This is an optimization exercise on Yosys and OpenROAD, whose aim is small area and a short achievable clock period, not a production implementation. In this exercise RTL edits were held to simulation tests only and were not proved equivalent to the original. No activity file was given, so power comes from the tool's default toggle rates.

rev 12:
## alu_decode_stage
module alu_decode_stage
#(
  parameter int XLEN = 32
) (
  input  logic            clk,
  input  logic            rst,
  input  logic            in_valid,
  output logic            in_ready,
  input  logic [31:0]     instr,
  input  logic            wb_en,
  input  logic [4:0]      wb_addr,
  input  logic [XLEN-1:0] wb_data,
  output logic            out_valid,
  input  logic            out_ready,
  output logic [XLEN-1:0] A,
  output logic [XLEN-1:0] rs2,
  output logic [XLEN-1:0] immS,
  output logic [XLEN-1:0] immI,
  output logic [1:0]      IRMUX,
  output logic [3:0]      op_code,
  output logic [4:0]      rd_addr,
  output logic            rd_we,
  output logic            illegal
);
  function automatic [3:0] alu_op(input logic [2:0] f3, input logic alt);
    case (f3)
      3'b000:  alu_op = alt ? OP_SUB : OP_ADD;
      3'b001:  alu_op = OP_SLL;
      3'b010:  alu_op = OP_SLT;
      3'b011:  alu_op = OP_SLTU;
      3'b100:  alu_op = OP_XOR;
      3'b101:  alu_op = alt ? OP_SRA : OP_SRL;
      3'b110:  alu_op = OP_OR;
      default: alu_op = OP_AND;
    endcase
  endfunction
  function automatic [3:0] mul_op(input logic [2:0] f3);
    mul_op = f3 == 3'b000 ? OP_MUL : f3 == 3'b001 ? OP_MULH : f3 == 3'b100 ? OP_DIV : OP_REM;
  endfunction
  function automatic [3:0] br_op(input logic [2:0] f3);
    br_op = f3 == 3'b000 ? OP_BEQ : f3 == 3'b100 ? OP_SLT : OP_SLTU;
  ...
make LEC_CHECK=0 CAP_MARGIN=20 CORE_MARGIN=2 CORE_UTILIZATION=40 SLEW_MARGIN=20 finish   # period 5.5 ns
run.sh (not shown) runs the stock make flow with config.mk's settings and CLKGATE_MAP_FILE= SYNTH_SCRIPT=/design/flow/synth_recipe.tcl, a recipe that flattens the netlist after the stock synthesis.
Input-level comparison between rev 13 and rev 12:
Settings: putting SETUP_SLACK_MARGIN at 2.5 where nothing was set; putting TNS_END_PERCENT at 0 where nothing was set.
Notes after the runs:
Rev 13 ends up with a number of iterations in the first detailed-routing pass that is 1 lower than in rev 12.
Of the two values seen for critical path class, in -> reg was produced by rev 13 and in -> out by rev 12.
Sort rev 12 and rev 13 by clock network fraction of design power, ascending, and rev 12 comes first.
End point of the critical path: in_ready -> rev 12, A[2] -> rev 13
Between rev 13 and rev 12, the met3 global-route usage does not differ in any meaningful way.
Rev 12 tops out at a lower clock frequency than rev 13.
Side by side, clock insertion delay at the later pin of the skew report turned out lower in rev 13 than in rev 12.
Diff rev 12 -> rev 13: post-layout instance area +about 1.1%; layout filler cell count -63; number of cells on the critical path -1.


Another version of the RTL of alu_decode_stage (not shown whole).
Size: ~3700 cells after synthesis, roughly 220 I/O pins, roughly 49000 um2 of cells after synthesis.
Settings: LEC_CHECK=0, CAP_MARGIN=0, CORE_MARGIN=2, CORE_UTILIZATION=50, CTS_CLUSTER_DIAMETER=70, CTS_CLUSTER_SIZE=24, SETUP_SLACK_MARGIN=2.5, SLEW_MARGIN=0, TNS_END_PERCENT=0; clock period 5.5 ns.
standard.sh (not shown) runs the stock make flow with config.mk's settings and CLKGATE_MAP_FILE= SYNTH_SCRIPT=/design/flow/synth_recipe.tcl, a recipe that flattens the netlist after the stock synthesis.
==> flow/flow/run.sh <==
#!/bin/bash
# The standard layout (standard.sh) with these changes:
#  - synthesis: synth_recipe.tcl unchanged, preceded by abc_remap.tcl, which re-maps the logic
#    feeding in_ready for delay after the standard ABC mapping;
#  - the port buffers are plain buf_2 cells rather than the delay-buffer cell buffer_ports picks;
#  - the resizer may swap a cell for one of another footprint (MATCH_CELL_FOOTPRINT=0).
# Each tool's output goes to a log file in this folder.
set -o pipefail
W=$PWD
python3 "$W/flow/genfuncs.py" "$FLOW_HOME/platforms/sky130hd/lib/sky130_fd_sc_hd__tt_025C_1v80.lib" \
  "$W/cellfuncs.v" > genfuncs.log 2>&1 || exit 1
{ cat "$W/flow/abc_remap.tcl"; cat "$W/synth_recipe.tcl"; } > "$W/remap_synth.tcl"
export CELLFUNCS="$W/cellfuncs.v"
export BUFFER_PORTS_ARGS="-buffer_cell sky130_fd_sc_hd__buf_2"
bash standard.sh MATCH_CELL_FOOTPRINT=0 SYNTH_SCRIPT="$W/remap_synth.tcl" finish > standard_flow.log 2>&1
==> flow/flow/abc_remap.tcl <==
# Sourced ahead of the standard flow's synth_recipe.tcl. ORFS's ABC step first maps the whole design with the
# standard script, as usual. The cells in the input cone of in_ready (up to the flip-flops) are
# then turned back into logic gates, using each liberty cell's function (cellfuncs.v, made by
# genfuncs.py from the platform's liberty file), and mapped again with ABC's delay-oriented
# "map" script (ORFS's abc_area.script). Only combinational cells are re-mapped: the flip-flops
# were mapped by dfflibmap before ABC runs, so the registers are those of the standard synthesis.
proc abc {args} {
  set i [lsearch $args -script]
  set fast [lreplace $args $i [expr {$i + 1}] -script $::env(SCRIPTS_DIR)/abc_area.script]
  yosys abc {*}$args
  yosys select -set cone o:in_ready %ci*:-sky130_fd_sc_hd__edfxtp_1,sky130_fd_sc_hd__dfrtp_1
  yosys techmap -map $::env(CELLFUNCS) @cone
  yosys opt_clean
  yosys techmap
  yosys opt -fast
  yosys abc {*}$fast
}
Other scripts of this flow, unchanged in this note and not shown: flow/flow/genfuncs.py
Edit:
--- a/flow/flow/run.sh
+++ b/flow/flow/run.sh
@@ -2,4 +2,4 @@
 # The standard layout (standard.sh) with these changes:
-#  - synthesis: synth_recipe.tcl unchanged, preceded by abc_remap.tcl, which re-maps the logic
-#    feeding in_ready for delay after the standard ABC mapping;
+#  - synthesis: synth_recipe.tcl unchanged, preceded by abc_remap.tcl, which maps the design with
+#    abc_main.script and then re-maps the logic feeding in_ready for delay;
 #  - the port buffers are plain buf_2 cells rather than the delay-buffer cell buffer_ports picks;
@@ -13,2 +13,3 @@
 export CELLFUNCS="$W/cellfuncs.v"
+export ABC_MAIN_SCRIPT="$W/flow/abc_main.script"
 export BUFFER_PORTS_ARGS="-buffer_cell sky130_fd_sc_hd__buf_2"
==> flow/flow/abc_main.script (new file) <==
strash
&get -n
&fraig -x
&put
scorr
dc2
dretime
strash
&get -n
&dch -f
&nf -D 3000
&put
buffer -c
upsize -c -D 3000
dnsize -c -D 3000
stime -p
==> flow/flow/abc_remap.tcl (replaced) <==
# Sourced ahead of the standard flow's synth_recipe.tcl. It replaces the ABC step of ORFS's synthesis:
#  1. the whole design is mapped with abc_main.script, an area-leaning script (the classic
#     fraig/scorr/dc2 clean-up, then &dch and &nf mapping with a loose delay target);
#  2. the cells in the input cone of in_ready (up to the flip-flops) are turned back into logic
#     gates, using each liberty cell's function (cellfuncs.v, made by genfuncs.py from the
#     platform's liberty file), and mapped again with ABC's delay-oriented "map" script
#     (ORFS's abc_area.script).
# Only combinational cells are mapped here: the flip-flops were mapped by dfflibmap before ABC
# runs, so the registers are those of the standard synthesis.
proc abc {args} {
  set i [lsearch $args -script]
  set main [lreplace $args $i [expr {$i + 1}] -script $::env(ABC_MAIN_SCRIPT)]
  set fast [lreplace $args $i [expr {$i + 1}] -script $::env(SCRIPTS_DIR)/abc_area.script]
  yosys abc {*}$main
  yosys select -set cone o:in_ready %ci*:-sky130_fd_sc_hd__edfxtp_1,sky130_fd_sc_hd__dfrtp_1
  yosys techmap -map $::env(CELLFUNCS) @cone
  yosys opt_clean
  yosys techmap
  yosys opt -fast
  yosys abc {*}$fast
}
- power decreases slightly
- core utilization increases by 0.79 points
- setup slack improves by 0.041 ns
Edit:
CAP_MARGIN = 20   (was 0)
SLEW_MARGIN = 20   (was 0)
Effect: Critical path depth stays the same; hold slack got worse by 0.0059 ns; wire length stays flat; setup slack stays flat; cell count barely changes; fmax stays flat.

==> separate check: timing with driven ports <==
How much do the figures lean on ideal ports? The routed layouts below were timed once more, with nothing changed but the port constraints.
Step 1: set_driving_cell puts a clkbuf_16 on clk and a buf_2 on each other input, an assumption about the parent block.
Step 2 also shifts input and output timing later by t, the mid clock arrival at the registers, as if the neighbouring blocks saw the same clock.
a / b / c = ideal / step 1 / step 2; a / b = the first two.
run	t, ns	slack for setup (ns)	hold WS [ns]	worst register clock-pin slew, ns	worst data-port slew with drivers (ns)
rev 12	0.815	0.174 / 0.112 / -0.033	0.491 / 0.491 / 0.491	0.07 / 0.07	0.08
rev 13	0.807	1.103 / 1.164 / 0.356	0.491 / 0.491 / 0.491	0.07 / 0.07	0.10
the first run of note 2	0.748	1.905 / 1.804 / 1.147	0.493 / 0.493 / 0.493	0.10 / 0.10	0.16
the second run of note 2	0.728	1.945 / 1.911 / 1.266	0.492 / 0.492 / 0.492	0.10 / 0.10	0.13
the third run of note 2	0.728	1.944 / 1.909 / 1.284	0.487 / 0.487 / 0.487	0.10 / 0.10	0.13
With both steps, setup timing fails in rev 12, where it was met with ideal ports. The setup slack of the first run of note 2, which loses most, moves by -0.101 ns with the drivers and by -0.758 ns with both steps.
